What follows belongs to an exercise in optimizing a design on an open flow for small area, a short achievable clock period and few clock cycles per item; a production flow would make more cautious choices.
RTL that was checked went through simulation tests only; none was proved equivalent to the original.
Power is estimated from default activity; no workload was simulated.

== main ==
==> flow/design.v <==
package tsbd_pkg;
    localparam logic [1:0] FMT_RGBA8888 = 2'd0;
    localparam logic [1:0] FMT_RGBA4444 = 2'd1;
    localparam logic [1:0] FMT_RGB565   = 2'd2;
    localparam logic [1:0] FMT_RGBA5551 = 2'd3;
endpackage
module texel_stream_to_bgra_decoder_core (
    input  logic        aclk,
    input  logic        aresetn,
    input  logic        cfg_wr_en,
    input  logic [2:0]  cfg_addr,
    input  logic [13:0] cfg_wdata,
    input  logic        s_valid,
    output logic        s_ready,
    input  logic [31:0] s_texel_word,
    output logic        m_valid,
    input  logic        m_ready,
    output logic [23:0] m_pixel_index,
    output logic [7:0]  m_blue,
    output logic [7:0]  m_green,
    output logic [7:0]  m_red,
    output logic [7:0]  m_alpha,
    output logic        m_image_end
);
    logic [1:0]  fmt_reg;
    logic        tiled_reg;
    logic [11:0] wm1_reg;    
    logic [11:0] hm1_reg;    
    logic [12:0] pm1_reg;    
    logic [12:0] x_reg;
    logic [11:0] y_reg;
    logic [23:0] l_reg;
    logic [23:5] t_reg;
    logic        xin_reg;    
    logic        yin_reg;    
    logic        pge_reg;    
    logic        skid_v;
    logic        cfg_we_r;
    logic [2:0]  cfg_addr_r;
    logic [13:0] cfg_wdata_r;
    logic        rdy_reg;    
    logic [31:0] skid_word;
    logic        m_v;
    logic [23:0] m_idx;
    logic [7:0]  m_b, m_g, m_r, m_a;
    logic        m_end;
    logic        cfg_hit, acc, out_free, keep, endp, adv, load_out;
    logic        xw, yh, xp, x_last, y_last, cend, rend;
    logic [12:0] xp1;
    logic [11:0] yp1;
    logic [23:0] l_plus_w;
    logic [31:0] src_word;
    logic [7:0]  dec_b, dec_g, dec_r, dec_a;
    function automatic logic [11:0] dim_m1(input logic [12:0] d);
        if (d[12])              dim_m1 = 12'hFFF;
        else if (d[11:0] == '0) dim_m1 = 12'd0;
        else                    dim_m1 = d[11:0] - 12'd1;
    endfunction
    function automatic logic [12:0] pitch_m1(input logic [13:0] d);
        if (d[13])              pitch_m1 = 13'h1FFF;
        else if (d[12:0] == '0) pitch_m1 = 13'd0;
        else                    pitch_m1 = d[12:0] - 13'd1;
    endfunction
    assign cfg_hit  = cfg_we_r && (cfg_addr_r <= 3'd4);
    assign s_ready  = rdy_reg;
    assign acc      = s_valid && rdy_reg;
    assign out_free = !m_v || m_ready;
    assign xp1 = x_reg + 13'd1;
    assign yp1 = y_reg + 12'd1;
    assign xw  = (x_reg == {1'b0, wm1_reg});
    assign yh  = (y_reg == hm1_reg);
    assign xp  = (x_reg == pm1_reg);
    assign keep = xin_reg && yin_reg;
    assign endp = xw && yh;
    assign load_out = out_free && (skid_v || (acc && keep));
    assign adv      = (skid_v && out_free) || (acc && (!keep || out_free));
    assign x_last = xw || !xin_reg;
    assign y_last = yh || !yin_reg;
    assign cend   = tiled_reg ? (&x_reg[4:0]) : (x_last && (xp || pge_reg));
    assign rend   = tiled_reg ? (&y_reg[4:0]) : 1'b1;
    logic [14:0] lw_lo;
    logic [10:0] l_hi_inc;
    assign lw_lo    = {1'b0, l_reg[12:0], 1'b1} + {2'b0, wm1_reg, 1'b1};
    assign l_hi_inc = l_reg[23:13] + 11'd1;
    assign l_plus_w = {lw_lo[14] ? l_hi_inc : l_reg[23:13], lw_lo[13:1]};
    always_ff @(posedge aclk) begin
        cfg_we_r    <= aresetn && cfg_wr_en;
        cfg_addr_r  <= cfg_addr;
        cfg_wdata_r <= cfg_wdata;
    end
    always_ff @(posedge aclk) begin
        if (!aresetn) begin
            fmt_reg   <= 2'd1;
            tiled_reg <= 1'b0;
            wm1_reg   <= 12'd0;
            hm1_reg   <= 12'd0;
            pm1_reg   <= 13'd0;
        end else if (cfg_we_r) begin
            case (cfg_addr_r)
                3'd0: fmt_reg   <= cfg_wdata_r[1:0];
                3'd1: tiled_reg <= cfg_wdata_r[0];
                3'd2: wm1_reg   <= dim_m1(cfg_wdata_r[12:0]);
                3'd3: hm1_reg   <= dim_m1(cfg_wdata_r[12:0]);
                3'd4: pm1_reg   <= pitch_m1(cfg_wdata_r);
                default: ;
            endcase
        end
    end
    always_ff @(posedge aclk) begin
        if (!aresetn || cfg_hit) begin
            x_reg   <= '0;
            y_reg   <= '0;
            l_reg   <= '0;
            t_reg   <= '0;
            xin_reg <= 1'b1;
            yin_reg <= 1'b1;
            pge_reg <= 1'b0;
        end else if (adv) begin
            if (!cend) begin
                x_reg   <= xp1;
                xin_reg <= xin_reg && !xw;
                pge_reg <= pge_reg || xp;
            end else if (tiled_reg && !rend) begin
                x_reg   <= {x_reg[12:5], 5'd0};
                xin_reg <= 1'b1;
                y_reg   <= yp1;
                yin_reg <= yin_reg && !yh;
                l_reg   <= l_plus_w;
            end else if (tiled_reg && !x_last) begin
                x_reg   <= xp1;
                xin_reg <= 1'b1;
                y_reg   <= {y_reg[11:5], 5'd0};
                yin_reg <= 1'b1;
                l_reg   <= {t_reg, 5'd0};
            end else if (!y_last) begin
                x_reg   <= '0;
                xin_reg <= 1'b1;
                pge_reg <= 1'b0;
                y_reg   <= yp1;
                yin_reg <= 1'b1;
                l_reg   <= l_plus_w;
                t_reg   <= l_plus_w[23:5];
            end else begin
                x_reg   <= '0;
                xin_reg <= 1'b1;
                pge_reg <= 1'b0;
                y_reg   <= '0;
                yin_reg <= 1'b1;
                l_reg   <= '0;
                t_reg   <= '0;
            end
        end
    end
    assign src_word = skid_v ? skid_word : s_texel_word;
    always_comb begin
        case (fmt_reg)
            2'd0: begin
                dec_r = src_word[7:0];
                dec_g = src_word[15:8];
                dec_b = src_word[23:16];
                dec_a = src_word[31:24];
            end
            2'd1: begin
                dec_a = {src_word[3:0], src_word[3:0]};
                dec_b = {src_word[7:4], src_word[7:4]};
                dec_g = {src_word[11:8], src_word[11:8]};
                dec_r = {src_word[15:12], src_word[15:12]};
            end
            2'd2: begin
                dec_b = {src_word[4:0], src_word[4:2]};
                dec_g = {src_word[10:5], src_word[10:9]};
                dec_r = {src_word[15:11], src_word[15:13]};
                dec_a = 8'hFF;
            end
            default: begin
                dec_a = src_word[0] ? 8'hFF : 8'h00;
                dec_b = {src_word[5:1], src_word[5:3]};
                dec_g = {src_word[10:6], src_word[10:8]};
                dec_r = {src_word[15:11], src_word[15:13]};
            end
        endcase
    end
    always_ff @(posedge aclk) begin
        if (!aresetn) begin
            skid_v  <= 1'b0;
            rdy_reg <= 1'b1;
            m_v     <= 1'b0;
        end else begin
            if (skid_v) begin
                skid_v  <= !out_free;
                rdy_reg <= out_free;
            end else begin
                skid_v  <= acc && keep && !out_free;
                rdy_reg <= !(acc && keep && !out_free) &&
                           !(cfg_wr_en && (cfg_addr <= 3'd4));
            end
            if (out_free) m_v <= skid_v || (acc && keep);
        end
    end
    always_ff @(posedge aclk) begin
        if (!skid_v) skid_word <= s_texel_word;
    end
    always_ff @(posedge aclk) begin
        if (load_out) begin
            m_idx <= l_reg + {12'd0, x_reg[11:0]};
            m_end <= endp;
            m_b   <= dec_b;
            m_g   <= dec_g;
            m_r   <= dec_r;
            m_a   <= dec_a;
        end
    end
    assign m_valid       = m_v;
    assign m_pixel_index = m_idx;
    assign m_blue        = m_b;
    assign m_green       = m_g;
    assign m_red         = m_r;
    assign m_alpha       = m_a;
    assign m_image_end   = m_end;
endmodule
Settings: LEC_CHECK=0, CAP_MARGIN=20, CORE_MARGIN=2, CORE_UTILIZATION=65, CTS_CLUSTER_DIAMETER=80, CTS_CLUSTER_SIZE=24, PLACE_DENSITY=0.75, SETUP_SLACK_MARGIN=3.8, SLEW_MARGIN=20; clock period 6.5 ns.
standard.sh (not shown) runs the stock make flow with config.mk's settings and CLKGATE_MAP_FILE= SYNTH_SCRIPT=/design/flow/synth_recipe.tcl, a recipe that flattens the netlist after the stock synthesis.
==> flow/flow/run.sh <==
#!/bin/bash
# Standard layout, with the port buffers inserted as buf_2 cells.
cp standard.sh standard_sh.log
cp config.mk config_mk.log
export BUFFER_PORTS_ARGS="-buffer_cell sky130_fd_sc_hd__buf_2"
bash standard.sh > standard.log 2>&1
Inputs modified between main and the feature branch:
-- flow/design.v --
<<< main, line 79
    assign cend   = tiled_reg ? (&x_reg[4:0]) : (x_last && (xp || pge_reg));
    assign rend   = tiled_reg ? (&y_reg[4:0]) : 1'b1;
    logic [14:0] lw_lo;
    logic [10:0] l_hi_inc;
    assign lw_lo    = {1'b0, l_reg[12:0], 1'b1} + {2'b0, wm1_reg, 1'b1};
    assign l_hi_inc = l_reg[23:13] + 11'd1;
    assign l_plus_w = {lw_lo[14] ? l_hi_inc : l_reg[23:13], lw_lo[13:1]};
    always_ff @(posedge aclk) begin
        cfg_we_r    <= aresetn && cfg_wr_en;
>>> the feature branch, line 79
    assign cend   = tiled_reg ? (&x_reg[4:0]) : (x_last && (xp || pge_reg));
    assign rend   = tiled_reg ? (&y_reg[4:0]) : 1'b1;
    logic [24:0] l_plus_w_c;
    assign l_plus_w_c = {l_reg, 1'b1} + {12'd0, wm1_reg, 1'b1};
    assign l_plus_w   = l_plus_w_c[24:1];
    always_ff @(posedge aclk) begin
        cfg_we_r    <= aresetn && cfg_wr_en;
Findings:
Per the comparison of the feature branch with main, routed length on met1 neither gained nor lost much; via count of the first global-routing pass fell by about 0.5%; post-layout instance area shows a reduction of 1.2%. main and the feature branch ended up with nearly the same instance area after placement. The feature branch vs. main: power went down by about 5.5%. The feature branch vs main: die area down. | per-cell via count in the routed design | the feature branch vs main | about 1.7% lower |. Higher power share of the clock group among main and the feature branch: the feature branch. Looking only at total wire length, and setting everything else aside, the lower value of main and the feature branch goes to the feature branch.
Testbench counts of the feature branch, summed over its fixed seeds: cycles 210,454, pixels 165,777.
Only the layout flow was run in main; the RTL was not checked for function there.

---

Setup of run 4:
texel_stream_to_bgra_decoder_core, a different RTL version from the one above (not shown whole).
Size in the first run: ~1100 cells after synthesis, roughly 220 flip-flops, roughly 110 I/O pins.
==> module texel_stream_to_bgra_decoder_core, before the edit <==
module texel_stream_to_bgra_decoder_core (
    input  logic        aclk,
    input  logic        aresetn,
    input  logic        cfg_wr_en,
    input  logic [2:0]  cfg_addr,
    input  logic [13:0] cfg_wdata,
    input  logic        s_valid,
    output logic        s_ready,
    input  logic [31:0] s_texel_word,
    output logic        m_valid,
    input  logic        m_ready,
    output logic [23:0] m_pixel_index,
    output logic [7:0]  m_blue,
    output logic [7:0]  m_green,
    output logic [7:0]  m_red,
    output logic [7:0]  m_alpha,
    output logic        m_image_end
);
    logic [1:0]  fmt_reg;
    logic        tiled_reg;
    logic [11:0] wm1_reg;    
    logic [11:0] hm1_reg;    
    logic [12:0] pm1_reg;    
    logic [12:0] x_reg;
    logic [11:0] y_reg;
    logic [23:0] l_reg;
    logic [23:5] t_reg;
    logic        xin_reg;    
    logic        yin_reg;    
    logic        pge_reg;    
    logic        skid_v;
    logic        cfg_we_r;
    logic [2:0]  cfg_addr_r;
    logic [13:0] cfg_wdata_r;
    logic        rdy_reg;    
    logic [31:0] skid_word;
    logic        m_v;
    logic [23:0] m_idx;
    logic [7:0]  m_b, m_g, m_r, m_a;
    logic        m_end;
    logic        cfg_hit, acc, out_free, keep, endp, adv, load_out;
    logic        xw, yh, xp, x_last, y_last, cend, rend;
    logic [12:0] xp1;
    logic [11:0] yp1;
    logic [23:0] l_plus_w;
    logic [31:0] src_word;
    logic [7:0]  dec_b, dec_g, dec_r, dec_a;
    logic [11:0] wd_dec, dim_m1;
    logic [12:0] pitch_m1;
    logic        wd_zero;
    assign wd_dec  = cfg_wdata_r[11:0] - 12'd1;
    assign wd_zero = (cfg_wdata_r[11:0] == 12'd0);
    assign dim_m1  = cfg_wdata_r[12] ? 12'hFFF : (wd_zero ? 12'd0 : wd_dec);
    assign pitch_m1 = cfg_wdata_r[13] ? 13'h1FFF :
                      wd_zero ? (cfg_wdata_r[12] ? 13'h0FFF : 13'd0) :
                      {cfg_wdata_r[12], wd_dec};
    assign cfg_hit  = cfg_we_r && (cfg_addr_r <= 3'd4);
    assign s_ready  = rdy_reg;
    assign acc      = s_valid && rdy_reg;
    assign out_free = !m_v || m_ready;
    assign xp1 = x_reg + 13'd1;
    assign yp1 = y_reg + 12'd1;
    assign xw  = (x_reg == {1'b0, wm1_reg});
    assign yh  = (y_reg == hm1_reg);
    assign xp  = (x_reg == pm1_reg);
    assign keep = xin_reg && yin_reg;
    assign endp = xw && yh;
    assign load_out = out_free && (skid_v || (acc && keep));
    assign adv      = (skid_v && out_free) || (acc && (!keep || out_free));
    assign x_last = xw || !xin_reg;
    assign y_last = yh || !yin_reg;
    assign cend   = tiled_reg ? (&x_reg[4:0]) : (x_last && (xp || pge_reg));
    assign rend   = tiled_reg ? (&y_reg[4:0]) : 1'b1;
    logic [24:0] l_plus_w_c;
    assign l_plus_w_c = {l_reg, 1'b1} + {12'd0, wm1_reg, 1'b1};
    assign l_plus_w   = l_plus_w_c[24:1];
    always_ff @(posedge aclk) begin
        cfg_we_r    <= aresetn && cfg_wr_en;
        cfg_addr_r  <= cfg_addr;
        cfg_wdata_r <= cfg_wdata;
    end
    always_ff @(posedge aclk) begin
        if (!aresetn) begin
            fmt_reg   <= 2'd1;
            tiled_reg <= 1'b0;
            wm1_reg   <= 12'd0;
            hm1_reg   <= 12'd0;
            pm1_reg   <= 13'd0;
        end else if (cfg_we_r) begin
            case (cfg_addr_r)
                3'd0: fmt_reg   <= cfg_wdata_r[1:0];
                3'd1: tiled_reg <= cfg_wdata_r[0];
                3'd2: wm1_reg   <= dim_m1;
                3'd3: hm1_reg   <= dim_m1;
                3'd4: pm1_reg   <= pitch_m1;
                default: ;
            endcase
        end
    end
    always_ff @(posedge aclk) begin
        if (!aresetn || cfg_hit) begin
            x_reg   <= '0;
            y_reg   <= '0;
            l_reg   <= '0;
            t_reg   <= '0;
            xin_reg <= 1'b1;
            yin_reg <= 1'b1;
            pge_reg <= 1'b0;
        end else if (adv) begin
            if (!cend) begin
                x_reg   <= xp1;
                xin_reg <= xin_reg && !xw;
                pge_reg <= pge_reg || xp;
            end else if (tiled_reg && !rend) begin
                x_reg   <= {x_reg[12:5], 5'd0};
                xin_reg <= 1'b1;
                y_reg   <= yp1;
                yin_reg <= yin_reg && !yh;
                l_reg   <= l_plus_w;
            end else if (tiled_reg && !x_last) begin
                x_reg   <= xp1;
                xin_reg <= 1'b1;
                y_reg   <= {y_reg[11:5], 5'd0};
                yin_reg <= 1'b1;
                l_reg   <= {t_reg, 5'd0};
            end else if (!y_last) begin
                x_reg   <= '0;
                xin_reg <= 1'b1;
                pge_reg <= 1'b0;
                y_reg   <= yp1;
                yin_reg <= 1'b1;
                l_reg   <= l_plus_w;
                t_reg   <= l_plus_w[23:5];
            end else begin
                x_reg   <= '0;
                xin_reg <= 1'b1;
                pge_reg <= 1'b0;
                y_reg   <= '0;
                yin_reg <= 1'b1;
                l_reg   <= '0;
                t_reg   <= '0;
            end
        end
    end
    assign src_word = skid_v ? skid_word : s_texel_word;
    always_comb begin
        case (fmt_reg)
            2'd0: begin
                dec_r = src_word[7:0];
                dec_g = src_word[15:8];
                dec_b = src_word[23:16];
                dec_a = src_word[31:24];
            end
            2'd1: begin
                dec_a = {src_word[3:0], src_word[3:0]};
                dec_b = {src_word[7:4], src_word[7:4]};
                dec_g = {src_word[11:8], src_word[11:8]};
                dec_r = {src_word[15:12], src_word[15:12]};
            end
            2'd2: begin
                dec_b = {src_word[4:0], src_word[4:2]};
                dec_g = {src_word[10:5], src_word[10:9]};
                dec_r = {src_word[15:11], src_word[15:13]};
                dec_a = 8'hFF;
            end
            default: begin
                dec_a = src_word[0] ? 8'hFF : 8'h00;
                dec_b = {src_word[5:1], src_word[5:3]};
                dec_g = {src_word[10:6], src_word[10:8]};
                dec_r = {src_word[15:11], src_word[15:13]};
            end
        endcase
    end
    always_ff @(posedge aclk) begin
        if (!aresetn) begin
            skid_v  <= 1'b0;
            rdy_reg <= 1'b1;
            m_v     <= 1'b0;
        end else begin
            if (skid_v) begin
                skid_v  <= !out_free;
                rdy_reg <= out_free;
            end else begin
                skid_v  <= acc && keep && !out_free;
                rdy_reg <= !(acc && keep && !out_free) &&
                           !(cfg_wr_en && (cfg_addr <= 3'd4));
            end
            if (out_free) m_v <= skid_v || (acc && keep);
        end
    end
    always_ff @(posedge aclk) begin
        if (!skid_v) skid_word <= s_texel_word;
    end
    always_ff @(posedge aclk) begin
        if (load_out) begin
            m_idx <= l_reg + {12'd0, x_reg[11:0]};
            m_end <= endp;
            m_b   <= dec_b;
            m_g   <= dec_g;
            m_r   <= dec_r;
            m_a   <= dec_a;
        end
    end
    assign m_valid       = m_v;
    assign m_pixel_index = m_idx;
    assign m_blue        = m_b;
    assign m_green       = m_g;
    assign m_red         = m_r;
    assign m_alpha       = m_a;
    assign m_image_end   = m_end;
endmodule
==> flow/config.mk <==
export PLATFORM = sky130hd
export DESIGN_NAME = texel_stream_to_bgra_decoder_core
export DESIGN_NICKNAME = texel_stream_to_bgra_decoder_core
export VERILOG_FILES = /design/flow/design.v
export SDC_FILE = /design/flow/constraint.sdc
export NUM_CORES = 4
export LEC_CHECK = 0
export CAP_MARGIN = 20
export CORE_MARGIN = 2
export CORE_UTILIZATION = 65
export CTS_CLUSTER_DIAMETER = 80
export CTS_CLUSTER_SIZE = 24
export PLACE_DENSITY = 0.75
export SETUP_SLACK_MARGIN = 3.9
export SLEW_MARGIN = 20
==> flow/constraint.sdc <==
create_clock -name core_clock -period 6.5 [get_ports {aclk}]
set_input_delay 1.3000 -clock core_clock [delete_from_list [all_inputs] [get_ports {aclk}]]
set_output_delay 1.3000 -clock core_clock [all_outputs]
set_load 0.01 [all_outputs]
Scripts as last shown in full above: flow/flow/run.sh
Run 4 ran to completion and came out clean on the timing, design-rule and antenna checks.
## Diff of input files: run 5 against run 4
--- a/flow/design.v
+++ b/flow/design.v
@@ -49,19 +49,20 @@
     logic [12:0] xp1;
     logic [11:0] yp1;
     logic [23:0] l_plus_w;
     logic [31:0] src_word;
     logic [7:0]  dec_b, dec_g, dec_r, dec_a;
-    logic [11:0] wd_dec, dim_m1;
-    logic [12:0] pitch_m1;
-    logic        wd_zero;
-    assign wd_dec  = cfg_wdata_r[11:0] - 12'd1;
-    assign wd_zero = (cfg_wdata_r[11:0] == 12'd0);
-    assign dim_m1  = cfg_wdata_r[12] ? 12'hFFF : (wd_zero ? 12'd0 : wd_dec);
-    assign pitch_m1 = cfg_wdata_r[13] ? 13'h1FFF :
-                      wd_zero ? (cfg_wdata_r[12] ? 13'h0FFF : 13'd0) :
-                      {cfg_wdata_r[12], wd_dec};
+    function automatic logic [11:0] dim_m1(input logic [12:0] d);
+        if (d[12])              dim_m1 = 12'hFFF;
+        else if (d[11:0] == '0) dim_m1 = 12'd0;
+        else                    dim_m1 = d[11:0] - 12'd1;
+    endfunction
+    function automatic logic [12:0] pitch_m1(input logic [13:0] d);
+        if (d[13])              pitch_m1 = 13'h1FFF;
+        else if (d[12:0] == '0) pitch_m1 = 13'd0;
+        else                    pitch_m1 = d[12:0] - 13'd1;
+    endfunction
     assign cfg_hit  = cfg_we_r && (cfg_addr_r <= 3'd4);
     assign s_ready  = rdy_reg;
     assign acc      = s_valid && rdy_reg;
     assign out_free = !m_v || m_ready;
     assign xp1 = x_reg + 13'd1;
@@ -94,13 +95,13 @@
             pm1_reg   <= 13'd0;
         end else if (cfg_we_r) begin
             case (cfg_addr_r)
                 3'd0: fmt_reg   <= cfg_wdata_r[1:0];
                 3'd1: tiled_reg <= cfg_wdata_r[0];
-                3'd2: wm1_reg   <= dim_m1;
-                3'd3: hm1_reg   <= dim_m1;
-                3'd4: pm1_reg   <= pitch_m1;
+                3'd2: wm1_reg   <= dim_m1(cfg_wdata_r[12:0]);
+                3'd3: hm1_reg   <= dim_m1(cfg_wdata_r[12:0]);
+                3'd4: pm1_reg   <= pitch_m1(cfg_wdata_r);
                 default: ;
             endcase
         end
     end
     always_ff @(posedge aclk) begin
[summary]
Compared with run 4, run 5 shows a initial core utilization that is 0.75 points higher. Run 4 has a higher growth of design area from synthesis to finish than run 5. Diff run 5 and run 4: final instance area lower in run 5. Looking at run 5 and run 4, the synthesized cell count is a wash. | global-route wire length before repair | run 5 vs run 4 | better |. Run 4 → run 5: overall power consumption went down by 3.4%; share of cell area taken by flip-flops and latches now sits higher. On run 5: minimum clock period is 0.16 ns lower than what run 4 gave. Looking at post-placement worst setup slack, run 5 sits below run 4. The number of buffers added by the clock tree synthesis step was comparable across run 5 and run 4. Transition time at the pin with the least slew margin: run 5 vs run 4 down 0.037 ns. Run 5 vs run 4: net total in the final layout down by a few percent. Part of the power in the clock network | run 5 above run 4.
Testbench counts of run 5, summed over its fixed seeds: cycles 210,454, pixels 165,777.
No functional check of the RTL was part of run 4.

## afterwards: timing with drivers on the ports
In the flow no input, the clock included, has a driving cell. The finished layouts below were timed again as built, in two steps. Step 1 assumes that a clkbuf_16 drives the clock port and a buf_2 every other input. Step 2 moves the port delays by t, midway between the first and last clock arrival at a register: inputs arrive t later, outputs are due t later. That takes back most of the time a late clock gives input paths. a / b / c = ideal / step 1 / step 2; a / b = the first two.
run	shift t [ns]	setup slack, ns	worst setup path after step 2	worst register clock-pin slew, ns	worst data-port slew with drivers (ns)
main	0.516	3.878 / 3.878 / 3.430	input to register	0.10 / 0.10	0.05
the feature branch	0.518	3.906 / 3.906 / 3.466	input to register	0.10 / 0.10	0.06
run 4	0.508	3.771 / 3.771 / 3.268	input to register	0.10 / 0.10	0.05
run 5	0.510	3.935 / 3.952 / 3.441	input to register	0.10 / 0.10	0.06
After both steps every run listed still meets setup and hold. The setup slack of run 4, which loses most, moves by 0.000 ns with the drivers and by -0.503 ns with both steps.
